From an optimization exercise on the open Yosys and OpenROAD flow, aimed at small area, a short achievable clock period and few clock cycles; shortcuts taken in it are not production practice.
In this exercise RTL edits were held to simulation tests only and were not proved equivalent to the original.
Power figures rest on the tool's default switching activity, not on a simulated workload.

==> flow/design.v <==
package scm_pkg;
    localparam int ACC_W = 40;
    localparam logic [ACC_W-1:0] ACC_MAX = {ACC_W{1'b1}};
    localparam int Q15_W = 16;
    localparam int CLUSTER_W = 4;
    localparam int DIM_W = 4;
    localparam int ALPHA_W = 16;
    localparam logic [ALPHA_W-1:0] ALPHA_RESET = 16'd256;
    localparam int PADDR_W = 3;
    localparam logic REG_ALPHA = 1'b0;
    localparam int RW = 49;
    typedef enum logic
    {
        OP_LOAD  = 1'b0,
        OP_POINT = 1'b1
    } op_t;
endpackage
import scm_pkg::*;
module scm_div
(
    input  logic             clk,
    input  logic             preload,
    input  logic [ACC_W-1:0] snap,
    input  logic [RW-1:0]    ybase,
    output logic [Q15_W-1:0] quot
);
    logic [RW-1:0] rem_reg;
    logic          flip;
    logic [RW-1:0] sum;
    assign flip = !rem_reg[RW-1];
    scm_add #(
        .W(RW)
    ) u_add (
        .a  ({rem_reg[RW-2:0], 1'b0}),
        .b  (ybase ^ {RW{flip}}),
        .ci (flip),
        .s  (sum)
    );
    always_ff @(posedge clk)
    begin
        rem_reg <= preload ? {{(RW-ACC_W-3){1'b1}}, ~snap, 3'b111} : sum;
        quot    <= {quot[Q15_W-2:0], !sum[RW-1]};
    end
endmodule
module scm_add
#(
    parameter int W = 49
)
(
    input  logic [W-1:0] a,
    input  logic [W-1:0] b,
    input  logic         ci,
    output logic [W-1:0] s
);
    localparam int L = $clog2(W + 1);
    always @(*)
    begin : b_prefix
        logic [W:0] g;
        logic [W:0] p;
        logic [W:0] gn;
        logic [W:0] pn;
        g = {a & b, ci};
        p = {a ^ b, 1'b0};
        for (int l = 0; l < L; l++)
        begin
            gn = g;
            pn = p;
            for (int i = 0; i <= W; i++)
            begin
                if (((i >> l) & 1) == 1)
                begin
                    gn[i] = g[i] | (p[i] & g[((i >> l) << l) - 1]);
                    pn[i] = p[i] & p[((i >> l) << l) - 1];
                end
            end
            g = gn;
            p = pn;
        end
        s = a ^ b ^ g[W-1:0];
    end
endmodule
module scm_sqtree
(
    input  logic [15:0] u,
    input  logic        s,
    output logic [31:0] r1,
    output logic [31:0] r2
);
    logic fc3, fc5, fc7, fc8, fc10, fc11, fc13, fc14, fc15, fc16, fc17, fc19;
    logic fc20, fc22, fc24, fc30, fc32, fc34, fc35, fc36, fc37, fc38, fc39, fc40;
    logic fc41, fc42, fc43, fc44, fc45, fc46, fc47, fc48, fc49, fc50, fc51, fc52;
    logic fc53, fc54, fc55, fc56, fc57, fc58, fc59, fc60, fc62, fc68, fc69, fc70;
    logic fc71, fc72, fc73, fc74, fc75, fc76, fc77, fc78, fc79, fc80, fc81, fc82;
    logic fc83, fc84, fc85, fc86, fc87, fc88, fc93, fc94, fc95, fc96, fc97, fc98;
    logic fc99, fc100, fc101, fc102, fc103, fc104, fc105, fc106, fc107, fc108, fc109, fc110;
    logic fc111, fc112, fc113, fc114, fc115, fc116, fc117, fs3, fs5, fs7, fs8, fs10;
    logic fs11, fs13, fs14, fs15, fs16, fs17, fs19, fs20, fs22, fs24, fs30, fs32;
    logic fs34, fs35, fs36, fs37, fs38, fs39, fs40, fs41, fs42, fs43, fs44, fs45;
    logic fs46, fs47, fs48, fs49, fs50, fs51, fs52, fs53, fs54, fs55, fs56, fs57;
    logic fs58, fs59, fs60, fs62, fs68, fs69, fs70, fs71, fs72, fs73, fs74, fs75;
    logic fs76, fs77, fs78, fs79, fs80, fs81, fs82, fs83, fs84, fs85, fs86, fs87;
    logic fs88, fs93, fs94, fs95, fs96, fs97, fs98, fs99, fs100, fs101, fs102, fs103;
    logic fs104, fs105, fs106, fs107, fs108, fs109, fs110, fs111, fs112, fs113, fs114, fs115;
    logic fs116, fs117, hc0, hc1, hc2, hc4, hc6, hc9, hc12, hc18, hc21, hc23;
    logic hc25, hc26, hc27, hc28, hc29, hc31, hc33, hc61, hc63, hc64, hc65, hc66;
    logic hc67, hc89, hc90, hc91, hc92, hc118, hc119, hs0, hs1, hs2, hs4, hs6;
    logic hs9, hs12, hs18, hs21, hs23, hs25, hs26, hs27, hs28, hs29, hs31, hs33;
    logic hs61, hs63, hs64, hs65, hs66, hs67, hs89, hs90, hs91, hs92, hs118, hs119;
    logic p0, p1, p10, p11, p12, p13, p14, p15, p16, p17, p18, p19;
    logic p100, p101, p102, p103, p104, p105, p106, p107, p108, p109, p110, p111;
    logic p112, p113, p114, p115, p116, p117, p118, p119, p120, p121, p122, p123;
    logic p124, p125, p126, p127, p128, p129, p130, p131, p132, p133, p134, p135;
    logic p136, p137, p138, p139, p140, p141, p142, p143, p144, p145, p146, p147;
    logic p148, p149, p150, p151, p152, p2, p20, p21, p22, p23, p24, p25;
    logic p26, p27, p28, p29, p3, p30, p31, p32, p33, p34, p35, p36;
    logic p37, p38, p39, p4, p40, p41, p42, p43, p44, p45, p46, p47;
    logic p48, p49, p5, p50, p51, p52, p53, p54, p55, p56, p57, p58;
    logic p59, p6, p60, p61, p62, p63, p64, p65, p66, p67, p68, p69;
    logic p7, p70, p71, p72, p73, p74, p75, p76, p77, p78, p79, p8;
    logic p80, p81, p82, p83, p84, p85, p86, p87, p88, p89, p9, p90;
    logic p91, p92, p93, p94, p95, p96, p97, p98, p99;
    assign p0 = u[0];
    assign p1 = u[0] & u[1];
    assign p2 = u[0] & u[2];
    assign p3 = u[0] & u[3];
    assign p4 = u[0] & u[4];
    assign p5 = u[0] & u[5];
    assign p6 = u[0] & u[6];
    assign p7 = u[0] & u[7];
    assign p8 = u[0] & u[8];
    assign p9 = u[0] & u[9];
    assign p10 = u[0] & u[10];
    assign p11 = u[0] & u[11];
    assign p12 = u[0] & u[12];
    assign p13 = u[0] & u[13];
    assign p14 = u[0] & u[14];
    assign p15 = u[0] & u[15];
    assign p16 = u[1];
    assign p17 = u[1] & u[2];
    assign p18 = u[1] & u[3];
    assign p19 = u[1] & u[4];
    assign p20 = u[1] & u[5];
    assign p21 = u[1] & u[6];
    assign p22 = u[1] & u[7];
    assign p23 = u[1] & u[8];
    assign p24 = u[1] & u[9];
    assign p25 = u[1] & u[10];
    assign p26 = u[1] & u[11];
    assign p27 = u[1] & u[12];
    assign p28 = u[1] & u[13];
    assign p29 = u[1] & u[14];
    assign p30 = u[1] & u[15];
    assign p31 = u[2];
    assign p32 = u[2] & u[3];
    assign p33 = u[2] & u[4];
    assign p34 = u[2] & u[5];
    assign p35 = u[2] & u[6];
    assign p36 = u[2] & u[7];
    assign p37 = u[2] & u[8];
    assign p38 = u[2] & u[9];
    assign p39 = u[2] & u[10];
    assign p40 = u[2] & u[11];
    assign p41 = u[2] & u[12];
    assign p42 = u[2] & u[13];
    assign p43 = u[2] & u[14];
    assign p44 = u[2] & u[15];
    assign p45 = u[3];
    assign p46 = u[3] & u[4];
    assign p47 = u[3] & u[5];
    assign p48 = u[3] & u[6];
    assign p49 = u[3] & u[7];
    assign p50 = u[3] & u[8];
    assign p51 = u[3] & u[9];
    assign p52 = u[3] & u[10];
    assign p53 = u[3] & u[11];
    assign p54 = u[3] & u[12];
    assign p55 = u[3] & u[13];
    assign p56 = u[3] & u[14];
    assign p57 = u[3] & u[15];
    assign p58 = u[4];
    assign p59 = u[4] & u[5];
    assign p60 = u[4] & u[6];
    assign p61 = u[4] & u[7];
    assign p62 = u[4] & u[8];
    assign p63 = u[4] & u[9];
    assign p64 = u[4] & u[10];
    assign p65 = u[4] & u[11];
    assign p66 = u[4] & u[12];
    assign p67 = u[4] & u[13];
    assign p68 = u[4] & u[14];
    assign p69 = u[4] & u[15];
    assign p70 = u[5];
    assign p71 = u[5] & u[6];
    assign p72 = u[5] & u[7];
    assign p73 = u[5] & u[8];
    assign p74 = u[5] & u[9];
    assign p75 = u[5] & u[10];
    assign p76 = u[5] & u[11];
    assign p77 = u[5] & u[12];
    assign p78 = u[5] & u[13];
    assign p79 = u[5] & u[14];
    assign p80 = u[5] & u[15];
    assign p81 = u[6];
    assign p82 = u[6] & u[7];
    assign p83 = u[6] & u[8];
    assign p84 = u[6] & u[9];
    assign p85 = u[6] & u[10];
    assign p86 = u[6] & u[11];
    assign p87 = u[6] & u[12];
    assign p88 = u[6] & u[13];
    assign p89 = u[6] & u[14];
    assign p90 = u[6] & u[15];
    assign p91 = u[7];
    assign p92 = u[7] & u[8];
    assign p93 = u[7] & u[9];
    assign p94 = u[7] & u[10];
    assign p95 = u[7] & u[11];
    assign p96 = u[7] & u[12];
    assign p97 = u[7] & u[13];
    assign p98 = u[7] & u[14];
    assign p99 = u[7] & u[15];
    assign p100 = u[8];
    assign p101 = u[8] & u[9];
    assign p102 = u[8] & u[10];
    assign p103 = u[8] & u[11];
    assign p104 = u[8] & u[12];
    assign p105 = u[8] & u[13];
    assign p106 = u[8] & u[14];
    assign p107 = u[8] & u[15];
    assign p108 = u[9];
    assign p109 = u[9] & u[10];
    assign p110 = u[9] & u[11];
    assign p111 = u[9] & u[12];
    assign p112 = u[9] & u[13];
    assign p113 = u[9] & u[14];
    assign p114 = u[9] & u[15];
    assign p115 = u[10];
    assign p116 = u[10] & u[11];
    assign p117 = u[10] & u[12];
    assign p118 = u[10] & u[13];
    assign p119 = u[10] & u[14];
    assign p120 = u[10] & u[15];
    assign p121 = u[11];
    assign p122 = u[11] & u[12];
    assign p123 = u[11] & u[13];
    assign p124 = u[11] & u[14];
    assign p125 = u[11] & u[15];
    assign p126 = u[12];
    assign p127 = u[12] & u[13];
    assign p128 = u[12] & u[14];
    assign p129 = u[12] & u[15];
    assign p130 = u[13];
    assign p131 = u[13] & u[14];
    assign p132 = u[13] & u[15];
    assign p133 = u[14];
    assign p134 = u[14] & u[15];
    assign p135 = u[15];
    assign p136 = s;
    assign p137 = s & u[0];
    assign p138 = s & u[1];
    assign p139 = s & u[2];
    assign p140 = s & u[3];
    assign p141 = s & u[4];
    assign p142 = s & u[5];
    assign p143 = s & u[6];
    assign p144 = s & u[7];
    assign p145 = s & u[8];
    assign p146 = s & u[9];
    assign p147 = s & u[10];
    assign p148 = s & u[11];
    assign p149 = s & u[12];
    assign p150 = s & u[13];
    assign p151 = s & u[14];
    assign p152 = s & u[15];
    assign hs0 = p15 ^ p29;
    assign hc0 = p15 & p29;
    assign hs1 = p9 ^ p23;
    assign hc1 = p9 & p23;
    assign hs2 = p10 ^ p24;
    assign hc2 = p10 & p24;
    assign fs3 = p11 ^ p25 ^ p38;
    assign fc3 = (p11 & p25) | (p11 & p38) | (p25 & p38);
    assign hs4 = p50 ^ p61;
    assign hc4 = p50 & p61;
    assign fs5 = p12 ^ p26 ^ p39;
    assign fc5 = (p12 & p26) | (p12 & p39) | (p26 & p39);
    assign hs6 = p51 ^ p62;
    assign hc6 = p51 & p62;
    assign fs7 = p13 ^ p27 ^ p40;
    assign fc7 = (p13 & p27) | (p13 & p40) | (p27 & p40);
    assign fs8 = p52 ^ p63 ^ p73;
    assign fc8 = (p52 & p63) | (p52 & p73) | (p63 & p73);
    assign hs9 = p82 ^ p91;
    assign hc9 = p82 & p91;
    assign fs10 = p14 ^ p28 ^ p41;
    assign fc10 = (p14 & p28) | (p14 & p41) | (p28 & p41);
    assign fs11 = p53 ^ p64 ^ p74;
    assign fc11 = (p53 & p64) | (p53 & p74) | (p64 & p74);
    assign hs12 = p83 ^ p151;
    assign hc12 = p83 & p151;
    assign fs13 = p42 ^ p54 ^ p65;
    assign fc13 = (p42 & p54) | (p42 & p65) | (p54 & p65);
    assign fs14 = p75 ^ p84 ^ p92;
    assign fc14 = (p75 & p84) | (p75 & p92) | (p84 & p92);
    assign fs15 = p100 ^ p152 ^ hs0;
    assign fc15 = (p100 & p152) | (p100 & hs0) | (p152 & hs0);
    assign fs16 = hc0 ^ p30 ^ p43;
    assign fc16 = (hc0 & p30) | (hc0 & p43) | (p30 & p43);
    assign fs17 = p55 ^ p66 ^ p76;
    assign fc17 = (p55 & p66) | (p55 & p76) | (p66 & p76);
    assign hs18 = p85 ^ p93;
    assign hc18 = p85 & p93;
    assign fs19 = p44 ^ p56 ^ p67;
    assign fc19 = (p44 & p56) | (p44 & p67) | (p56 & p67);
    assign fs20 = p77 ^ p86 ^ p94;
    assign fc20 = (p77 & p86) | (p77 & p94) | (p86 & p94);
    assign hs21 = p101 ^ p108;
    assign hc21 = p101 & p108;
    assign fs22 = p57 ^ p68 ^ p78;
    assign fc22 = (p57 & p68) | (p57 & p78) | (p68 & p78);
    assign hs23 = p87 ^ p95;
    assign hc23 = p87 & p95;
    assign fs24 = p69 ^ p79 ^ p88;
    assign fc24 = (p69 & p79) | (p69 & p88) | (p79 & p88);
    assign hs25 = p96 ^ p103;
    assign hc25 = p96 & p103;
    assign hs26 = p80 ^ p89;
    assign hc26 = p80 & p89;
    assign hs27 = p90 ^ p98;
    assign hc27 = p90 & p98;
    assign hs28 = p5 ^ p19;
    assign hc28 = p5 & p19;
    assign hs29 = p6 ^ p20;
    assign hc29 = p6 & p20;
    assign fs30 = p7 ^ p21 ^ p34;
    assign fc30 = (p7 & p21) | (p7 & p34) | (p21 & p34);
    assign hs31 = p46 ^ p58;
    assign hc31 = p46 & p58;
    assign fs32 = p8 ^ p22 ^ p35;
    assign fc32 = (p8 & p22) | (p8 & p35) | (p22 & p35);
    assign hs33 = p47 ^ p145;
    assign hc33 = p47 & p145;
    assign fs34 = p36 ^ p48 ^ p59;
    assign fc34 = (p36 & p48) | (p36 & p59) | (p48 & p59);
    assign fs35 = p70 ^ p146 ^ hs1;
    assign fc35 = (p70 & p146) | (p70 & hs1) | (p146 & hs1);
    assign fs36 = hc1 ^ p37 ^ p49;
    assign fc36 = (hc1 & p37) | (hc1 & p49) | (p37 & p49);
    assign fs37 = p60 ^ p147 ^ hs2;
    assign fc37 = (p60 & p147) | (p60 & hs2) | (p147 & hs2);
    assign fs38 = hc2 ^ p71 ^ p81;
    assign fc38 = (hc2 & p71) | (hc2 & p81) | (p71 & p81);
    assign fs39 = p148 ^ fs3 ^ hs4;
    assign fc39 = (p148 & fs3) | (p148 & hs4) | (fs3 & hs4);
    assign fs40 = fc3 ^ hc4 ^ p72;
    assign fc40 = (fc3 & hc4) | (fc3 & p72) | (hc4 & p72);
    assign fs41 = p149 ^ fs5 ^ hs6;
    assign fc41 = (p149 & fs5) | (p149 & hs6) | (fs5 & hs6);
    assign fs42 = fc5 ^ hc6 ^ p150;
    assign fc42 = (fc5 & hc6) | (fc5 & p150) | (hc6 & p150);
    assign fs43 = fs7 ^ fs8 ^ hs9;
    assign fc43 = (fs7 & fs8) | (fs7 & hs9) | (fs8 & hs9);
    assign fs44 = fc7 ^ fc8 ^ hc9;
    assign fc44 = (fc7 & fc8) | (fc7 & hc9) | (fc8 & hc9);
    assign fs45 = fs10 ^ fs11 ^ hs12;
    assign fc45 = (fs10 & fs11) | (fs10 & hs12) | (fs11 & hs12);
    assign fs46 = fc10 ^ fc11 ^ hc12;
    assign fc46 = (fc10 & fc11) | (fc10 & hc12) | (fc11 & hc12);
    assign fs47 = fs13 ^ fs14 ^ fs15;
    assign fc47 = (fs13 & fs14) | (fs13 & fs15) | (fs14 & fs15);
    assign fs48 = fc13 ^ fc14 ^ fc15;
    assign fc48 = (fc13 & fc14) | (fc13 & fc15) | (fc14 & fc15);
    assign fs49 = fs16 ^ fs17 ^ hs18;
    assign fc49 = (fs16 & fs17) | (fs16 & hs18) | (fs17 & hs18);
    assign fs50 = fc16 ^ fc17 ^ hc18;
    assign fc50 = (fc16 & fc17) | (fc16 & hc18) | (fc17 & hc18);
    assign fs51 = fs19 ^ fs20 ^ hs21;
    assign fc51 = (fs19 & fs20) | (fs19 & hs21) | (fs20 & hs21);
    assign fs52 = fc19 ^ fc20 ^ hc21;
    assign fc52 = (fc19 & fc20) | (fc19 & hc21) | (fc20 & hc21);
    assign fs53 = p102 ^ fs22 ^ hs23;
    assign fc53 = (p102 & fs22) | (p102 & hs23) | (fs22 & hs23);
    assign fs54 = fc22 ^ hc23 ^ p109;
    assign fc54 = (fc22 & hc23) | (fc22 & p109) | (hc23 & p109);
    assign fs55 = p115 ^ fs24 ^ hs25;
    assign fc55 = (p115 & fs24) | (p115 & hs25) | (fs24 & hs25);
    assign fs56 = fc24 ^ hc25 ^ p97;
    assign fc56 = (fc24 & hc25) | (fc24 & p97) | (hc25 & p97);
    assign fs57 = p104 ^ p110 ^ hs26;
    assign fc57 = (p104 & p110) | (p104 & hs26) | (p110 & hs26);
    assign fs58 = hc26 ^ p105 ^ p111;
    assign fc58 = (hc26 & p105) | (hc26 & p111) | (p105 & p111);
    assign fs59 = p116 ^ p121 ^ hs27;
    assign fc59 = (p116 & p121) | (p116 & hs27) | (p121 & hs27);
    assign fs60 = hc27 ^ p99 ^ p106;
    assign fc60 = (hc27 & p99) | (hc27 & p106) | (p99 & p106);
    assign hs61 = p112 ^ p117;
    assign hc61 = p112 & p117;
    assign fs62 = p107 ^ p113 ^ p118;
    assign fc62 = (p107 & p113) | (p107 & p118) | (p113 & p118);
    assign hs63 = p122 ^ p126;
    assign hc63 = p122 & p126;
    assign hs64 = p114 ^ p119;
    assign hc64 = p114 & p119;
    assign hs65 = p120 ^ p124;
    assign hc65 = p120 & p124;
    assign hs66 = p3 ^ p17;
    assign hc66 = p3 & p17;
    assign hs67 = p4 ^ p18;
    assign hc67 = p4 & p18;
    assign fs68 = p32 ^ p45 ^ p142;
    assign fc68 = (p32 & p45) | (p32 & p142) | (p45 & p142);
    assign fs69 = hc28 ^ p33 ^ p143;
    assign fc69 = (hc28 & p33) | (hc28 & p143) | (p33 & p143);
    assign fs70 = hc29 ^ p144 ^ fs30;
    assign fc70 = (hc29 & p144) | (hc29 & fs30) | (p144 & fs30);
    assign fs71 = fc30 ^ hc31 ^ fs32;
    assign fc71 = (fc30 & hc31) | (fc30 & fs32) | (hc31 & fs32);
    assign fs72 = fc32 ^ hc33 ^ fs34;
    assign fc72 = (fc32 & hc33) | (fc32 & fs34) | (hc33 & fs34);
    assign fs73 = fc34 ^ fc35 ^ fs36;
    assign fc73 = (fc34 & fc35) | (fc34 & fs36) | (fc35 & fs36);
    assign fs74 = fc36 ^ fc37 ^ fs38;
    assign fc74 = (fc36 & fc37) | (fc36 & fs38) | (fc37 & fs38);
    assign fs75 = fc38 ^ fc39 ^ fs40;
    assign fc75 = (fc38 & fc39) | (fc38 & fs40) | (fc39 & fs40);
    assign fs76 = fc40 ^ fc41 ^ fs42;
    assign fc76 = (fc40 & fc41) | (fc40 & fs42) | (fc41 & fs42);
    assign fs77 = fc42 ^ fc43 ^ fs44;
    assign fc77 = (fc42 & fc43) | (fc42 & fs44) | (fc43 & fs44);
    assign fs78 = fc44 ^ fc45 ^ fs46;
    assign fc78 = (fc44 & fc45) | (fc44 & fs46) | (fc45 & fs46);
    assign fs79 = fc46 ^ fc47 ^ fs48;
    assign fc79 = (fc46 & fc47) | (fc46 & fs48) | (fc47 & fs48);
    assign fs80 = fc48 ^ fc49 ^ fs50;
    assign fc80 = (fc48 & fc49) | (fc48 & fs50) | (fc49 & fs50);
    assign fs81 = fc50 ^ fc51 ^ fs52;
    assign fc81 = (fc50 & fc51) | (fc50 & fs52) | (fc51 & fs52);
    assign fs82 = fc52 ^ fc53 ^ fs54;
    assign fc82 = (fc52 & fc53) | (fc52 & fs54) | (fc53 & fs54);
    assign fs83 = fc54 ^ fc55 ^ fs56;
    assign fc83 = (fc54 & fc55) | (fc54 & fs56) | (fc55 & fs56);
    assign fs84 = fc56 ^ fc57 ^ fs58;
    assign fc84 = (fc56 & fc57) | (fc56 & fs58) | (fc57 & fs58);
    assign fs85 = fc58 ^ fc59 ^ fs60;
    assign fc85 = (fc58 & fc59) | (fc58 & fs60) | (fc59 & fs60);
    assign fs86 = fc60 ^ hc61 ^ fs62;
    assign fc86 = (fc60 & hc61) | (fc60 & fs62) | (hc61 & fs62);
    assign fs87 = fc62 ^ hc63 ^ p123;
    assign fc87 = (fc62 & hc63) | (fc62 & p123) | (hc63 & p123);
    assign fs88 = hc64 ^ p127 ^ p130;
    assign fc88 = (hc64 & p127) | (hc64 & p130) | (p127 & p130);
    assign hs89 = hc65 ^ p125;
    assign hc89 = hc65 & p125;
    assign hs90 = p129 ^ p131;
    assign hc90 = p129 & p131;
    assign hs91 = p1 ^ p16;
    assign hc91 = p1 & p16;
    assign hs92 = p2 ^ p139;
    assign hc92 = p2 & p139;
    assign fs93 = p31 ^ p140 ^ hs66;
    assign fc93 = (p31 & p140) | (p31 & hs66) | (p140 & hs66);
    assign fs94 = hc66 ^ p141 ^ hs67;
    assign fc94 = (hc66 & p141) | (hc66 & hs67) | (p141 & hs67);
    assign fs95 = hc67 ^ hs28 ^ fs68;
    assign fc95 = (hc67 & hs28) | (hc67 & fs68) | (hs28 & fs68);
    assign fs96 = fc68 ^ hs29 ^ fs69;
    assign fc96 = (fc68 & hs29) | (fc68 & fs69) | (hs29 & fs69);
    assign fs97 = fc69 ^ hs31 ^ fs70;
    assign fc97 = (fc69 & hs31) | (fc69 & fs70) | (hs31 & fs70);
    assign fs98 = fc70 ^ hs33 ^ fs71;
    assign fc98 = (fc70 & hs33) | (fc70 & fs71) | (hs33 & fs71);
    assign fs99 = fc71 ^ fs35 ^ fs72;
    assign fc99 = (fc71 & fs35) | (fc71 & fs72) | (fs35 & fs72);
    assign fs100 = fc72 ^ fs37 ^ fs73;
    assign fc100 = (fc72 & fs37) | (fc72 & fs73) | (fs37 & fs73);
    assign fs101 = fc73 ^ fs39 ^ fs74;
    assign fc101 = (fc73 & fs39) | (fc73 & fs74) | (fs39 & fs74);
    assign fs102 = fc74 ^ fs41 ^ fs75;
    assign fc102 = (fc74 & fs41) | (fc74 & fs75) | (fs41 & fs75);
    assign fs103 = fc75 ^ fs43 ^ fs76;
    assign fc103 = (fc75 & fs43) | (fc75 & fs76) | (fs43 & fs76);
    assign fs104 = fc76 ^ fs45 ^ fs77;
    assign fc104 = (fc76 & fs45) | (fc76 & fs77) | (fs45 & fs77);
    assign fs105 = fc77 ^ fs47 ^ fs78;
    assign fc105 = (fc77 & fs47) | (fc77 & fs78) | (fs47 & fs78);
    assign fs106 = fc78 ^ fs49 ^ fs79;
    assign fc106 = (fc78 & fs49) | (fc78 & fs79) | (fs49 & fs79);
    assign fs107 = fc79 ^ fs51 ^ fs80;
    assign fc107 = (fc79 & fs51) | (fc79 & fs80) | (fs51 & fs80);
    assign fs108 = fc80 ^ fs53 ^ fs81;
    assign fc108 = (fc80 & fs53) | (fc80 & fs81) | (fs53 & fs81);
    assign fs109 = fc81 ^ fs55 ^ fs82;
    assign fc109 = (fc81 & fs55) | (fc81 & fs82) | (fs55 & fs82);
    assign fs110 = fc82 ^ fs57 ^ fs83;
    assign fc110 = (fc82 & fs57) | (fc82 & fs83) | (fs57 & fs83);
    assign fs111 = fc83 ^ fs59 ^ fs84;
    assign fc111 = (fc83 & fs59) | (fc83 & fs84) | (fs59 & fs84);
    assign fs112 = fc84 ^ hs61 ^ fs85;
    assign fc112 = (fc84 & hs61) | (fc84 & fs85) | (hs61 & fs85);
    assign fs113 = fc85 ^ hs63 ^ fs86;
    assign fc113 = (fc85 & hs63) | (fc85 & fs86) | (hs63 & fs86);
    assign fs114 = fc86 ^ hs64 ^ fs87;
    assign fc114 = (fc86 & hs64) | (fc86 & fs87) | (hs64 & fs87);
    assign fs115 = fc87 ^ hs65 ^ fs88;
    assign fc115 = (fc87 & hs65) | (fc87 & fs88) | (hs65 & fs88);
    assign fs116 = fc88 ^ p128 ^ hs89;
    assign fc116 = (fc88 & p128) | (fc88 & hs89) | (p128 & hs89);
    assign fs117 = hc89 ^ p133 ^ hs90;
    assign fc117 = (hc89 & p133) | (hc89 & hs90) | (p133 & hs90);
    assign hs118 = hc90 ^ p132;
    assign hc118 = hc90 & p132;
    assign hs119 = p134 ^ p135;
    assign hc119 = p134 & p135;
    assign r1[0] = p0;
    assign r2[0] = p136;
    assign r1[1] = p137;
    assign r2[1] = 1'b0;
    assign r1[2] = p138;
    assign r2[2] = hs91;
    assign r1[3] = hc91;
    assign r2[3] = hs92;
    assign r1[4] = hc92;
    assign r2[4] = fs93;
    assign r1[5] = fc93;
    assign r2[5] = fs94;
    assign r1[6] = fc94;
    assign r2[6] = fs95;
    assign r1[7] = fc95;
    assign r2[7] = fs96;
    assign r1[8] = fc96;
    assign r2[8] = fs97;
    assign r1[9] = fc97;
    assign r2[9] = fs98;
    assign r1[10] = fc98;
    assign r2[10] = fs99;
    assign r1[11] = fc99;
    assign r2[11] = fs100;
    assign r1[12] = fc100;
    assign r2[12] = fs101;
    assign r1[13] = fc101;
    assign r2[13] = fs102;
    assign r1[14] = fc102;
    assign r2[14] = fs103;
    assign r1[15] = fc103;
    assign r2[15] = fs104;
    assign r1[16] = fc104;
    assign r2[16] = fs105;
    assign r1[17] = fc105;
    assign r2[17] = fs106;
    assign r1[18] = fc106;
    assign r2[18] = fs107;
    assign r1[19] = fc107;
    assign r2[19] = fs108;
    assign r1[20] = fc108;
    assign r2[20] = fs109;
    assign r1[21] = fc109;
    assign r2[21] = fs110;
    assign r1[22] = fc110;
    assign r2[22] = fs111;
    assign r1[23] = fc111;
    assign r2[23] = fs112;
    assign r1[24] = fc112;
    assign r2[24] = fs113;
    assign r1[25] = fc113;
    assign r2[25] = fs114;
    assign r1[26] = fc114;
    assign r2[26] = fs115;
    assign r1[27] = fc115;
    assign r2[27] = fs116;
    assign r1[28] = fc116;
    assign r2[28] = fs117;
    assign r1[29] = fc117;
    assign r2[29] = hs118;
    assign r1[30] = hc118;
    assign r2[30] = hs119;
    assign r1[31] = hc119;
    assign r2[31] = 1'b0;
endmodule
import scm_pkg::*;
module soft_cluster_membership
#(
    parameter int NUM_CLUSTERS = 16,
    parameter int NUM_DIMS = 16,
    parameter int COORD_BITS = 16
)
(
    input  logic                  clk,
    input  logic                  rst_n,
    input  logic                  psel,
    input  logic                  penable,
    input  logic                  pwrite,
    input  logic [PADDR_W-1:0]    paddr,
    input  logic [31:0]           pwdata,
    output logic [31:0]           prdata,
    output logic                  pready,
    input  logic                  start,
    output logic                  busy,
    input  logic                  operation,
    input  logic [CLUSTER_W-1:0]  cluster,
    input  logic [DIM_W-1:0]      dim_index,
    input  logic [COORD_BITS-1:0] coord_value,
    input  logic                  last_coord,
    output logic                  result_valid,
    output logic [CLUSTER_W-1:0]  cluster_index,
    output logic [Q15_W-1:0]      membership,
    output logic                  last
);
    localparam int K = 16;
    logic [3:0]            ph_reg;
    logic                  busy_reg;
    logic                  go_reg;
    logic                  in_op;
    logic [3:0]            in_cl;
    logic [3:0]            in_dim;
    logic [15:0]           in_x;
    logic                  in_last;
    logic [4:0]            sl_reg;
    logic                  accept;
    logic                  occ_nx;
    logic                  op_nx;
    logic [3:0]            dim_nx;
    logic                  last_nx;
    logic                  fin_ok_nx;
    logic                  go_nx;
    logic                  go_lastpt;
    logic                  at0_nx;
    logic                  at8_nx;
    logic                  tsel_reg;
    logic                  tsel8_reg;
    assign accept    = start && !busy_reg;
    assign occ_nx    = accept || busy_reg;
    assign op_nx     = accept ? operation   : in_op;
    assign dim_nx    = accept ? dim_index   : in_dim;
    assign last_nx   = accept ? last_coord  : in_last;
    assign go_lastpt = go_reg && in_op == OP_POINT && in_last;
    assign fin_ok_nx = !go_lastpt && sl_reg >= 5'd15;
    assign at0_nx    = dim_nx == 4'(ph_reg + 4'd1);
    assign at8_nx    = dim_nx == 4'(ph_reg + 4'd9) && op_nx == OP_POINT;
    assign go_nx     = occ_nx && (at0_nx || at8_nx)
                     && (op_nx == OP_LOAD || !last_nx || fin_ok_nx);
    always_ff @(posedge clk)
    begin
        tsel_reg <= !at0_nx;
        tsel8_reg <= at8_nx;
        if (accept)
        begin
            in_op   <= operation;
            in_cl   <= cluster;
            in_dim  <= dim_index;
            in_x    <= coord_value;
            in_last <= last_coord;
        end
    end
    always_ff @(posedge clk or negedge rst_n)
    begin
        if (!rst_n)
        begin
            ph_reg   <= '0;
            busy_reg <= 1'b0;
            go_reg   <= 1'b0;
            sl_reg   <= 5'd16;
        end
        else
        begin
            ph_reg   <= 4'(ph_reg + 1'b1);
            busy_reg <= occ_nx && !go_nx;
            go_reg   <= go_nx;
            if (go_lastpt)
            begin
                sl_reg <= 5'd1;
            end
            else if (sl_reg != 5'd16)
            begin
                sl_reg <= 5'(sl_reg + 1'b1);
            end
        end
    end
    logic pa_v, pa_last;
    logic pb_v, pb_last;
    logic fresh_reg;
    logic [3:0] fc_reg;
    logic pre_reg;
    logic init_reg;
    logic scan_on;
    logic scan_first;
    logic go_pt;
    logic acc_clr;
    assign go_pt = go_reg && in_op == OP_POINT;
    assign acc_clr = pb_last || (fresh_reg && !pb_v);
    always_ff @(posedge clk or negedge rst_n)
    begin
        if (!rst_n)
        begin
            pa_v      <= 1'b0;
            pa_last   <= 1'b0;
            pb_v      <= 1'b0;
            pb_last   <= 1'b0;
            fresh_reg <= 1'b1;
            fc_reg    <= '0;
            pre_reg   <= 1'b0;
            scan_first <= 1'b0;
            scan_on   <= 1'b0;
            init_reg  <= 1'b0;
        end
        else
        begin
            pa_v    <= go_pt;
            pa_last <= go_pt && in_last;
            pb_v    <= pa_v;
            pb_last <= pa_last;
            if (pb_v)
            begin
                fresh_reg <= pb_last;
            end
            if (pb_last)
            begin
                fc_reg <= 4'd1;
            end
            else if (fc_reg != 4'd0)
            begin
                fc_reg <= (fc_reg == 4'd11) ? 4'd0 : 4'(fc_reg + 1'b1);
            end
            pre_reg  <= fc_reg == 4'd9;
            scan_first <= pb_last;
            scan_on    <= pb_last || (fc_reg != 4'd0 && fc_reg < 4'd8);
            init_reg <= pre_reg;
        end
    end
    logic [K*ACC_W-1:0] snap;
    logic [K*ACC_W-1:0] acc_fin;
    for (genvar j = 0; j < K; j++)
    begin : g_lane
        logic [16*NUM_DIMS-1:0] ring;
        logic [15:0]            tap;
        logic                   we;
        logic [16:0]            d1;
        logic [15:0]            u_reg;
        logic                   s_reg;
        logic [31:0]            r1;
        logic [31:0]            r2;
        logic [31:0]            r1_reg;
        logic [31:0]            r2_reg;
        logic [ACC_W-1:0]       acc_reg;
        logic [ACC_W-1:0]       acc_in;
        logic [ACC_W:0]         cs_s;
        logic [ACC_W:0]         cs_c;
        logic [ACC_W:0]         acc_sum;
        logic [ACC_W-1:0]       acc_new;
        if (j < K / 2)
        begin : g_t0
            assign tap = tsel_reg ? ring[8*16 +: 16] : ring[15:0];
        end
        else
        begin : g_t8
            assign tap = tsel8_reg ? ring[8*16 +: 16] : ring[15:0];
        end
        assign we  = go_reg && in_op == OP_LOAD && in_cl == 4'(j);
        scm_add #(
            .W(17)
        ) u_sub (
            .a  ({1'b0, in_x ^ 16'h8000}),
            .b  ({1'b1, ~(tap ^ 16'h8000)}),
            .ci (1'b1),
            .s  (d1)
        );
        always_ff @(posedge clk)
        begin
            ring   <= {we ? in_x : ring[15:0], ring[16*NUM_DIMS-1:16]};
            u_reg  <= go_pt ? d1[15:0] ^ {16{d1[16]}} : 16'd0;
            s_reg  <= go_pt && d1[16];
            r1_reg <= r1;
            r2_reg <= r2;
        end
        scm_sqtree u_sq (
            .u  (u_reg),
            .s  (s_reg),
            .r1 (r1),
            .r2 (r2)
        );
        assign acc_in  = acc_reg;
        assign cs_s    = {1'b0, acc_in ^ {8'd0, r1_reg ^ r2_reg}};
        assign cs_c    = {(acc_in & {8'd0, r1_reg}) | (acc_in & {8'd0, r2_reg})
                          | {8'd0, r1_reg & r2_reg}, 1'b0};
        scm_add #(
            .W(ACC_W+1)
        ) u_acc (
            .a  (cs_s),
            .b  (cs_c),
            .ci (1'b0),
            .s  (acc_sum)
        );
        assign acc_new = acc_sum[ACC_W-1:0] | {ACC_W{acc_sum[ACC_W]}};
        assign acc_fin[j*ACC_W +: ACC_W] = acc_new;
        always_ff @(posedge clk)
        begin
            acc_reg <= acc_clr ? '0 : acc_new;
        end
    end
    always_ff @(posedge clk)
    begin
        snap <= pb_last ? acc_fin : {snap[ACC_W-1:0], snap[K*ACC_W-1:ACC_W]};
    end
    logic [ACC_W+3:0] sum_reg;
    logic [ACC_W-1:0] dmax_reg;
    logic [ACC_W-1:0] sa;
    logic [ACC_W-1:0] sb;
    logic [ACC_W-1:0] m0;
    logic [ACC_W+3:0] s0;
    logic             ab;
    logic             am;
    logic             bm;
    assign sa = scan_on ? snap[0 +: ACC_W] : '0;
    assign sb = scan_on ? snap[8*ACC_W +: ACC_W] : '0;
    assign m0 = scan_first ? '0 : dmax_reg;
    assign s0 = scan_first ? '0 : sum_reg;
    logic [ACC_W:0]   c_ab;
    logic [ACC_W:0]   c_am;
    logic [ACC_W:0]   c_bm;
    logic [ACC_W+3:0] cs_s;
    logic [ACC_W+3:0] cs_c;
    logic [ACC_W+3:0] sum_nx;
    scm_add #(.W(ACC_W+1)) u_ab (.a({1'b0, sa}), .b({1'b0, ~sb}), .ci(1'b1), .s(c_ab));
    scm_add #(.W(ACC_W+1)) u_am (.a({1'b0, sa}), .b({1'b0, ~m0}), .ci(1'b1), .s(c_am));
    scm_add #(.W(ACC_W+1)) u_bm (.a({1'b0, sb}), .b({1'b0, ~m0}), .ci(1'b1), .s(c_bm));
    assign ab = c_ab[ACC_W];
    assign am = c_am[ACC_W];
    assign bm = c_bm[ACC_W];
    assign cs_s = s0 ^ (ACC_W+4)'(sa) ^ (ACC_W+4)'(sb);
    assign cs_c = {(s0[ACC_W+2:0] & (ACC_W+3)'(sa)) | (s0[ACC_W+2:0] & (ACC_W+3)'(sb))
                   | (ACC_W+3)'(sa & sb), 1'b0};
    scm_add #(.W(ACC_W+4)) u_sum (.a(cs_s), .b(cs_c), .ci(1'b0), .s(sum_nx));
    always_ff @(posedge clk)
    begin
        sum_reg  <= sum_nx;
        dmax_reg <= (ab && am) ? sa : (!ab && bm) ? sb : m0;
    end
    logic [ALPHA_W-1:0] alpha_reg;
    logic [24:0]        a_val;
    logic [RW-1:0]      x1;
    logic [RW-1:0]      x2;
    logic               case_b;
    logic [RW-1:0]      ybase_reg;
    logic [43:0]        denp_reg;
    logic [43:0]        x1_reg;
    logic               cb_reg;
    logic [43:0]        denp;
    logic               dz_reg;
    assign a_val  = {alpha_reg, 9'b0};
    assign x1     = RW'({dmax_reg, 4'b0}) - RW'(sum_reg);
    assign x2     = RW'({dmax_reg, 4'b0}) - RW'(sum_reg) - RW'(a_val) - RW'(1);
    assign case_b = !x2[RW-1];
    assign denp   = cb_reg ? x1_reg : 44'(a_val);
    always_ff @(posedge clk)
    begin
        x1_reg   <= x1[43:0];
        cb_reg   <= case_b;
        denp_reg <= denp;
        if (pre_reg)
        begin
            ybase_reg <= RW'(sum_reg) + RW'(denp) - RW'({denp, 4'b0}) + RW'(2);
        end
        else if (init_reg)
        begin
            ybase_reg <= {1'b0, denp_reg, 4'b0};
        end
        if (init_reg)
        begin
            dz_reg <= denp_reg == '0;
        end
    end
    logic [Q15_W-1:0] quot [K];
    for (genvar j = 0; j < K; j++)
    begin : g_div
        scm_div u_div (
            .clk     (clk),
            .preload (pre_reg),
            .snap    (snap[((j + 7) % K)*ACC_W +: ACC_W]),
            .ybase   (ybase_reg),
            .quot    (quot[j])
        );
    end
    logic [4:0]       dcnt_reg;
    logic [K*Q15_W-1:0] ob_reg;
    logic             ov_reg;
    logic [3:0]       oidx_reg;
    logic             olast_reg;
    logic             oload;
    assign oload = dcnt_reg == 5'd16;
    always_ff @(posedge clk or negedge rst_n)
    begin
        if (!rst_n)
        begin
            dcnt_reg  <= '0;
            ov_reg    <= 1'b0;
            oidx_reg  <= '0;
            olast_reg <= 1'b0;
        end
        else
        begin
            if (init_reg)
            begin
                dcnt_reg <= 5'd1;
            end
            else if (dcnt_reg != 5'd0)
            begin
                dcnt_reg <= (dcnt_reg == 5'd16) ? 5'd0 : 5'(dcnt_reg + 1'b1);
            end
            if (oload)
            begin
                ov_reg    <= 1'b1;
                oidx_reg  <= '0;
                olast_reg <= 1'b0;
            end
            else if (ov_reg)
            begin
                ov_reg    <= !olast_reg;
                oidx_reg  <= 4'(oidx_reg + 1'b1);
                olast_reg <= oidx_reg == 4'd14;
            end
        end
    end
    logic [K*Q15_W-1:0] qcat;
    for (genvar j = 0; j < K; j++)
    begin : g_qcat
        assign qcat[j*Q15_W +: Q15_W] = quot[j];
    end
    always_ff @(posedge clk)
    begin
        if (oload)
        begin
            ob_reg <= dz_reg ? '0 : qcat;
        end
        else
        begin
            ob_reg <= {{Q15_W{1'b0}}, ob_reg[K*Q15_W-1:Q15_W]};
        end
    end
    logic [15:0] prd_reg;
    always_ff @(posedge clk or negedge rst_n)
    begin
        if (!rst_n)
        begin
            alpha_reg <= ALPHA_RESET;
        end
        else if (psel && penable && pwrite && paddr[2] == REG_ALPHA)
        begin
            alpha_reg <= pwdata[ALPHA_W-1:0];
        end
    end
    always_ff @(posedge clk)
    begin
        prd_reg <= (paddr[2] == REG_ALPHA) ? alpha_reg : 16'd0;
    end
    assign pready        = 1'b1;
    assign prdata        = {16'd0, prd_reg};
    assign busy          = busy_reg;
    assign result_valid  = ov_reg;
    assign cluster_index = oidx_reg;
    assign membership    = ob_reg[Q15_W-1:0];
    assign last          = olast_reg;
endmodule
==> flow/flow/run.sh <==
#!/bin/bash
# The standard layout, with timing repair aimed at 7.5 ns of setup slack
# (a 4.5 ns path budget at the design's 12 ns clock); constraints unchanged
set -euo pipefail
bash standard.sh SETUP_SLACK_MARGIN=7.5 finish > standard_flow.log 2>&1
==> flow/standard.sh <==
#!/bin/bash
# synth_recipe.tcl (not shown) runs the flow's synth.tcl, then flattens the netlist and writes it again
# the make line also repeats each setting of config.mk as NAME=value (left out here)
make -C /OpenROAD-flow-scripts/flow DESIGN_CONFIG=/design/flow/config.mk WORK_HOME=/design/flow/orfs CLKGATE_MAP_FILE= SYNTH_SCRIPT=/design/flow/synth_recipe.tcl "${@:-finish}"
==> flow/config.mk <==
export PLATFORM = sky130hd
export DESIGN_NAME = soft_cluster_membership
export DESIGN_NICKNAME = soft_cluster_membership
export VERILOG_FILES = /design/flow/design.v
export SDC_FILE = /design/flow/constraint.sdc
export NUM_CORES = 4
export LEC_CHECK = 0
export CAP_MARGIN = 20
export CORE_MARGIN = 2
export CORE_UTILIZATION = 55
export CTS_CLUSTER_DIAMETER = 90
export CTS_CLUSTER_SIZE = 24
export SLEW_MARGIN = 20
==> flow/constraint.sdc <==
create_clock -name core_clock -period 12.0 [get_ports {clk}]
set_input_delay 2.4000 -clock core_clock [delete_from_list [all_inputs] [get_ports {clk}]]
set_output_delay 2.4000 -clock core_clock [all_outputs]
set_load 0.01 [all_outputs]
==> run_results.csv, run 1 <==
group,metric,value,unit
timing,rsz_0062_raised_after_global_routing,"true",
placed_design,final_gp_congestion,0.936,
synth,synth_area_per_cell,11.0,um2
detailed_routing,detail_route.drc_violations,0,
timing,hold_viol,0,
synth,adder_and_majority_gate_portion_of_the_synthesized_area,20.8,%
global_route,globalRouteOverflowTotal,0,
final_layout,syn_to_final_growth,7.82,%
setup_path,worstReg2RegEnd,"ybase_reg[38]",
hold_path,hold_path_startpoint,"g_lane[1].ring[176]",
timing,setup-violations-final,0,
final_layout,design_area,373000,um2
final_layout,nFillCells,52500,
setup_path,worst_r2r_startpoint,"alpha_reg[0]",
setup_path,cp_max_fo,4,
setup_path,setup.reg_to_reg.worst_slack,7.37,ns
synth,asyncSetResetFlopFracSynth,0.618,%
timing,setup_slack,7.37,ns
synth,yosys.area_share.simple,11.1,%
detailed_routing,detail_route.first_pass.iterations,6,
placed_design,detailed_place_hpwl,657,mm
clocking,tritoncts,"yes",
synth,seq_area_frac_synth,48.0,%
synth,synth-seq-cells,8254,
setup_path,cp_data_arrival_time,5.45,ns
timing,worst_pin_slew,1.28,ns
pwr,pwr-share-clk,15.9,%
pwr,total_switching_power,39.5,mW
floorplanning,floorplan.initialDensity,55.1,%
setup_path,cp-end-kind,"flop",
synth,syn_inst,31500,
placed_design,placedInstanceArea,355000,um2
final_layout,most-common-layout-cells,"8108 x dfxtp_1, 2532 x nor2_1, 2209 x ha_1",
setup_path,r2r_cells,19,
synth,yosys_warnings,7,
final_layout,sequential_standard_cell_area,166000,um2
pwr,switching_share,39.8,%
final_layout,multi_input_comb_area,169000,um2
floorplanning,design.die.area,635000,um2
clocking,cts_htree_levels,5,
pwr,cellLeakagePower,171,nW
setup_path,crit_type,"reg -> reg",
global_route,global_route.peak_usage_layer,"met2",
final_layout,layout-drive-gt1-share,6.38,%
detailed_routing,route.antenna.remaining_nets,0,
final_layout,max_ffs_per_register,4096,
detailed_routing,post_drt_wl_per_cell,23.0,um
placed_design,place.detailed.instances,39000,
detailed_routing,dr.first_iter.drc_count,17500,
detailed_routing,vias_per_cell,5.43,
timing,layout_worst_path_cycle_share,38.6,%
timing,finalCriticalPeriod,4.63,ns
synth,synth_cell_type_count,117,
final_layout,fin_util,59.5,%
synth,post_synth_instance_area,346000,um2
synth,combinational_family_with_the_most_area_after_synthesis,"adder cells",
global_route,first_global_vias,215000,
clocking,numCtsBuffers,411,
hold_path,hold_depth,0,
final_layout,post_layout_nonfiller_instances,39900,
pwr,maximum_vdd_drop,0.202,mV
synth,synth_enable_flop_cells,70,
global_route,grt_start_max_net_pins,224,
global_route,groute.usage.overall,28.4,%
detailed_routing,postRouteWirelength,915,mm
clocking,clock_insertion_delay_worst_skew,1.11,ns
pwr,sequentialPowerShare,37.5,%
floorplanning,placeableCoreArea,627000,um2
global_route,antenna_violations_before_repair,68,
clocking,cts.clk_slew.worst_paths,0.10,ns
timing,final_max_slew_viol_count,0,
global_route,global_route.usage.met3,5.08,%
global_route,met2_usage,42.7,%
placed_design,port_buffers,87,
setup_path,worst-endpoint-required,12.82,ns
timing,finClkSkew,0.0706,ns
floorplanning,io_pins,123,
final_layout,final_common_cell,"dfxtp_1",
synth,ys.flop_type,"dfxtp_1",
floorplanning,die_width,797,um
global_route,grt_util_met1,41.1,%
floorplanning,placement_rows,291,
clocking,clockBufferDepth,4,
global_route,grt_pass1_wl,1360,mm
pwr,internal_power,59.7,mW
placed_design,preCtsSetupSlack,6.16,ns
timing,worst_slew_margin_rel,14.4,%
pwr,powerDensity,266,nW/um2
pwr,combinationalPowerShare,46.6,%
timing,finalSetupTns,0,ns
final_layout,design.final.nets,35800,
floorplanning,die-height,797,um
timing,fmax,216,MHz
hold_path,worst_hold_path_type,"reg -> reg",
detailed_routing,vias,216000,
synth,synth_mux_area_share,2.58,%
synth,synth_compound_area_share,7.84,%
hold_path,whs_endpoint,"g_lane[1].ring[160]",
clocking,numClockSinks,8254,
clocking,cts.hold.buffers_added,0,
outcome,outcome,"timing/DRC/antenna clean",
synth,post_synth_xor_area_fraction,5.92,%
clocking,buffer_cell_driving_the_clock_tree_root,"clkbuf_16",
flow_run,max-cap-violations,0,
setup_path,critPathLaunchType,"flop",
final cells by class:
type | count | share of cell area [%]
multi-input cells | 19900 | 45.4
flip-flops and latches | 8254 | 44.6
clock buffers | 452 | 2.84
well taps | 8350 | 2.80
inverters | 2162 | 2.18
repair buffers | 611 | 1.71
clock inverters | 108 | 0.442
diodes | 47 | 0.0315
metal layers:
layer	vias to the layer above	part of all wire (%)
met1	107000	46
met3	1275	7.7
met5	-	0.012
met4	16	4.1
met2	6064	42
li1	102000	-
power by group through the flow:
stage	combinational (mW)	clock, mW	sequential, mW
floorplan	33.6	0	35.0
global placement	42.2	0	37.7
detailed placement	42.9	0	37.7
CTS	44.7	16.2	37.1
global route	51.5	17.2	37.5
finish	46.2	15.8	37.2
critical path: stages (launching register included):
cell	delay, ns
dfrtp_1	0.39
clkinvlp_4	0.25
o21a_1	0.26
buf_4	0.13
fa_1	0.48
inv_2	0.05
ha_4	0.27
ha_4	0.20
a21o_1	0.15
a21o_1	0.17
a21o_1	0.20
a211oi_4	0.34
a211oi_4	0.12
o31ai_1	0.24
buf_4	0.20
o211ai_1	0.14
buf_4	0.17
a31oi_2	0.25
nor4b_1	0.08
a211o_1	0.27
kinds of logic (layout without fill, tap and decap cells):
group | after synthesis | after routing
DFF | 8254 | 8254
and+or+nand+nor | 7882 | 7882
adders and majority gates | 4433 | 4433
AOI/OAI and AO/OA | 4349 | 4350
buffers and inverters | 3393 | 3333
xor gates and xnor gates | 2339 | 2339
muxes | 846 | 846
other | 2 | 64
timing repair:
item / in CTS / in global routing
gates cloned: 8 / 5
endpoints found under the setup margin: 844 / 970
gates resized for setup: 341 / 336
buffers inserted: 97 / 123
pin swaps: 59 / 86
worst max path at each step:
stage,start,end,slack [ns],depth (start not counted)
finish,alpha_reg[0],ybase_reg[38],7.37,19
global route,alpha_reg[0],ybase_reg[38],7.22,19
CTS,alpha_reg[0],ybase_reg[47],7.41,19
detailed placement,tsel8_reg,g_lane[12].u_reg[9],6.16,19
global placement,tsel8_reg,g_lane[12].u_reg[10],6.16,19
floorplan,tsel8_reg,g_lane[8].u_reg[13],7.33,20
metrics by stage:
stage	total power, mW	hold slack [ns]
floorplan	68.6	0.310
global placement	79.9	0.310
detailed placement	80.6	0.312
CTS	98.0	0.272
global route	106	0.288
finish	99.2	0.278
cell usage after synthesis, types with 70 or more instances:
cell	number	area, um2
nand3b_1	256	1920
a21o_1	646	4850
nor3_1	222	1110
dfxtp_1	8133	163000
nand2b_1	239	1500
or3_1	93	582
nand4_1	165	1030
and3_1	163	1020
clkbuf_1	1037	3890
nand2_1	1846	6930
o21a_1	240	1800
xor2_1	621	5440
a211oi_1	72	541
a21oi_1	1813	9070
a31oi_1	223	1400
a21boi_0	82	616
nor2_1	2535	9520
mux2_2	351	3950
and2_1	1661	10400
mux2i_1	492	4920
o21ai_0	599	3000
xnor2_1	1718	15000
buf_1	97	364
nand3_1	228	1140
inv_1	2162	8120
nor2b_1	277	1730
edfxtp_1	70	2100
ha_1	2251	28200
fa_1	2182	43700
o21bai_1	142	1070
Testbench counts, summed over its fixed seeds: cycles 1,928.
==> inputs of run 2 (changes only) <==
==> flow/flow/run.sh (replaced) <==
#!/bin/bash
# The standard layout, with timing repair aimed at 8 ns of setup slack
# (a 4 ns path budget at the design's 12 ns clock); constraints unchanged
set -euo pipefail
bash standard.sh SETUP_SLACK_MARGIN=8 finish > standard_flow.log 2>&1
--- a/flow/config.mk
+++ b/flow/config.mk
@@ -8,6 +8,6 @@
 export CAP_MARGIN = 20
 export CORE_MARGIN = 2
 export CORE_UTILIZATION = 55
-export CTS_CLUSTER_DIAMETER = 90
-export CTS_CLUSTER_SIZE = 24
+export CTS_CLUSTER_DIAMETER = 100
+export CTS_CLUSTER_SIZE = 20
 export SLEW_MARGIN = 20
==> run_results.csv, run 2 <==
group,metric,value,unit
outcome,outcome,"timing/DRC/antenna clean",
detailed_routing,dr.first_iter.drc_count,16800,
final_layout,post_layout_nonfiller_instances,40400,
flow_run,max-cap-violations,0,
pwr,switching_share,39.9,%
placed_design,placedInstanceArea,355000,um2
setup_path,critical_path_cell_count,17,
synth,synthDominantCellAreaShare,47.1,%
timing,worst_slew_margin_rel,17.2,%
setup_path,crit_type,"reg -> reg",
detailed_routing,vias_per_cell,5.45,
final_layout,nFillCells,51200,
global_route,grt_pass1_wl,1380,mm
timing,finalSetupTns,0,ns
synth,synth_cell_type_count,117,
final_layout,max_ffs_per_register,4096,
floorplanning,die_width,797,um
timing,hold_viol,0,
synth,yosys_warnings,7,
clocking,tritoncts,"yes",
clocking,numCtsBuffers,454,
setup_path,timing.critical_path.mode_cell,"a2111oi_4",
timing,finClkSkew,0.0862,ns
global_route,first_global_vias,218000,
detailed_routing,route.antenna.remaining_nets,0,
pwr,sequentialPowerShare,35.6,%
final_layout,most-common-layout-cells,"8089 x dfxtp_1, 2332 x nor2_1, 2143 x ha_1",
setup_path,critPathLaunchType,"flop",
clocking,numClockSinks,8254,
timing,rsz_0062_raised_after_global_routing,"true",
setup_path,timing.critical_path.slowest_stage_cell,"dfrtp_4",
pwr,internal_power,62.5,mW
timing,final.hold.worst_slack,0.278,ns
synth,synthMostInstantiatedCell,"dfxtp_1",
synth,ranking_of_synthesized_cells_by_area,"dfxtp_1 47%, fa_1 13%, ha_1 8.1%",
setup_path,critical_path.n_buffers_inverters,2,
global_route,grt_start_max_net_pins,203,
pwr,combinationalPowerShare,49.1,%
hold_path,worst_hold_path_type,"reg -> reg",
clocking,cts.clk_slew.worst_paths,0.09,ns
clocking,clockBufferDepth,4,
floorplanning,io_pins,123,
pwr,powerDensity,268,nW/um2
setup_path,r2r_cells,17,
final_layout,fin_util,61.9,%
synth,yosysTopAreaCell,"dfxtp_1",
setup_path,worst-endpoint-required,12.98,ns
detailed_routing,detail_route.first_pass.iterations,8,
timing,layout_worst_path_cycle_share,38.5,%
pwr,cellLeakagePower,177,nW
global_route,groute.usage.overall,28.9,%
floorplanning,placement_rows,291,
timing,final_max_slew_viol_count,0,
final_layout,layout-drive-gt1-share,11.5,%
final_layout,final_common_cell,"dfxtp_1",
pwr,maximum_vdd_drop,0.206,mV
setup_path,timing.critical_path.max_delay_family,"compound AO/OA/AOI/OAI gates",
global_route,antenna_violations_before_repair,63,
synth,syn_inst,31500,
floorplanning,placeableCoreArea,627000,um2
clocking,buffer_cell_driving_the_clock_tree_root,"clkbuf_16",
placed_design,final_gp_congestion,0.935,
timing,finalCriticalPeriod,4.62,ns
setup_path,cp_data_arrival_time,5.61,ns
placed_design,port_buffers,87,
timing,fmax,216,MHz
placed_design,place.detailed.instances,39000,
synth,asyncSetResetFlopFracSynth,0.618,%
synth,seq_area_frac_synth,48.0,%
final_layout,design.final.nets,36500,
floorplanning,design.die.area,635000,um2
setup_path,cp_max_fo,4,
pwr,pwr-share-clk,15.3,%
pwr,total_switching_power,41.4,mW
synth,synth_area_per_cell,11.0,um2
timing,setup-violations-final,0,
detailed_routing,detail_route.drc_violations,0,
synth,post_synth_instance_area,346000,um2
final_layout,syn_to_final_growth,12.3,%
global_route,globalRouteOverflowTotal,0,
final_layout,design_area,388000,um2
hold_path,hold_depth,0,
timing,worst_pin_slew,1.24,ns
placed_design,detailed_place_hpwl,666,mm
floorplanning,die-height,797,um
floorplanning,floorplan.initialDensity,55.1,%
detailed_routing,postRouteWirelength,944,mm
setup_path,cp-end-kind,"flop",
clocking,cts_htree_levels,5,
synth,synth_enable_flop_cells,70,
synth,synth-seq-cells,8254,
synth,post_synth_most_frequent_cells,"8133 x dfxtp_1, 2535 x nor2_1, 2251 x ha_1, 2182 x fa_1, 2162 x inv_1",
setup_path,timing.critical_path.cells,"buf_12 > and2_4 > fa_1 > ha_2 > inv_2 > fa_2 > nor2b_2 > o21a_1 > o211ai_1 > a21oi_2 > o2111ai_4 > a2111oi_4 > a21o_2 > a2111oi_4 > or3_1 > xnor2_1 > nor2_1",
synth,ys.flop_type,"dfxtp_1",
detailed_routing,vias,220000,
detailed_routing,post_drt_wl_per_cell,23.4,um
setup_path,crit_path_max_incr_delay,0.52,ns
clocking,clock_insertion_delay_worst_skew,1.15,ns
[run 2: changes by cell type in the layout (fill, tap and decap cells not counted), moves of 85 or more]
cell / previous run / this run
a21oi_2: 64 / 229
buf_4: 361 / 696
buf_6: 62 / 160
nor2_2: 3 / 95
a21oi_4: 11 / 96
nor2_4: 0 / 108
xnor2_1: 1705 / 1583
nor2_1: 2532 / 2332
buf_12: 60 / 159
a21oi_1: 1744 / 1494
[run 2: per-stage QoR]
stage / power (mW) / worst slack, ns
3_5_place_dp: 81.3 / 5.74
5_1_grt: 111 / 7.28
3_3_place_gp: 80.6 / 5.87
2_1_floorplan: 69.0 / 7.90
6_report: 104 / 7.38
4_1_cts: 101 / 7.42
[run 2: final timing paths]
| path | startpoint | to | slack, ns |
|---|---|---|---|
| max | scan_on | sum_reg[43] | 7.38 |
| min | g_lane[8].ring[244] | g_lane[8].ring[228] | 0.28 |
| max reg2reg | scan_on | sum_reg[43] | 7.38 |
| min reg2reg | g_lane[8].ring[244] | g_lane[8].ring[228] | 0.28 |
| max in group asynchronous | rst_n | go_reg | 9.64 |
| min in group asynchronous | rst_n | dcnt_reg[0] | 1.26 |
[run 2: power by group through the flow]
stage               Combinational [mW]  Clock [mW]  Sequential (mW)
floorplan                         34.0           0             35.0
global placement                  43.0           0             37.5
detailed placement                43.8           0             37.6
CTS                               47.5        16.3             36.9
global route                      56.1        17.3             37.3
finish                            51.0        15.9             37.0
[run 2: routing by layer]
| layer | GRT usage [%] | vias to the layer above | wire [um] |
|---|---|---|---|
| met3 | 4.02 | 1377 | 60800 |
| li1 | - | 103000 | - |
| met5 | 0 | - | 7 |
| met4 | 11.2 | 2 | 45900 |
| met2 | 44.3 | 5902 | 407000 |
| met1 | 41.5 | 110000 | 431000 |
[run 2: cell families (layout without fill, tap and decap cells)]
group           count (synthesis)  count (layout)  share of synthesized area, %
flops                        8254            8254                          48.0
compound gates               4349            4350                          7.84
other cells                     2              51                       0.00217
simple gates                 7882            7884                          11.1
mux                           846             846                          2.58
buf+inv                      3393            3903                          3.75
fa+ha+maj                    4433            4433                          20.8
xor+xnor                     2339            2339                          5.92
[run 2: cell type report]
type                    count  area (um2)  area share, %
multi-input cells       19900      177000           45.6
flip-flops and latches   8254      166000           42.8
repair buffers           1220       13800           3.56
clock buffers             486       11600           2.97
well taps                8350       10400           2.69
inverters                2162        8170           2.10
clock inverters            35         766          0.197
diodes                     34        85.1         0.0219
[run 2: timing repair]
| item | 4_1_cts | 5_1_grt |
|---|---|---|
| gates resized for setup | 1528 | 1141 |
| hold buffers | 0 | 0 |
| endpoints found under the setup margin | 2148 | 1487 |
| pin swaps | 338 | 786 |
| gates cloned | 27 | 36 |
| buffers inserted | 404 | 398 |

## separate check: timing with driven ports
How much do the figures lean on ideal ports? The routed layouts below were timed once more, with nothing changed but the port constraints. Step 1, drivers: a clkbuf_16 drives clk and a buf_2 each remaining input, both assumed. Step 2 times the ports against the registers' clock, not the clock port: input delays grow and output delays shrink by t, the midpoint of the rising clock arrivals with the driver on. a / b / c = no drivers / after step 1 / after step 2; a / b = the first two.
run	t, ns	slack for setup (ns)	hold slack, ns	worst data-port slew with drivers (ns)	pins driven straight from the clock port
run 1	1.208	7.369 / 7.369 / 7.184	0.278 / 0.278 / 0.278	0.04	1
run 2	1.232	7.376 / 7.376 / 7.155	0.278 / 0.278 / 0.278	0.05	1
After both steps every run listed still meets setup and hold. For run 2, which loses most, drivers alone change the setup slack by 0.000 ns; drivers and shift together by -0.221 ns.
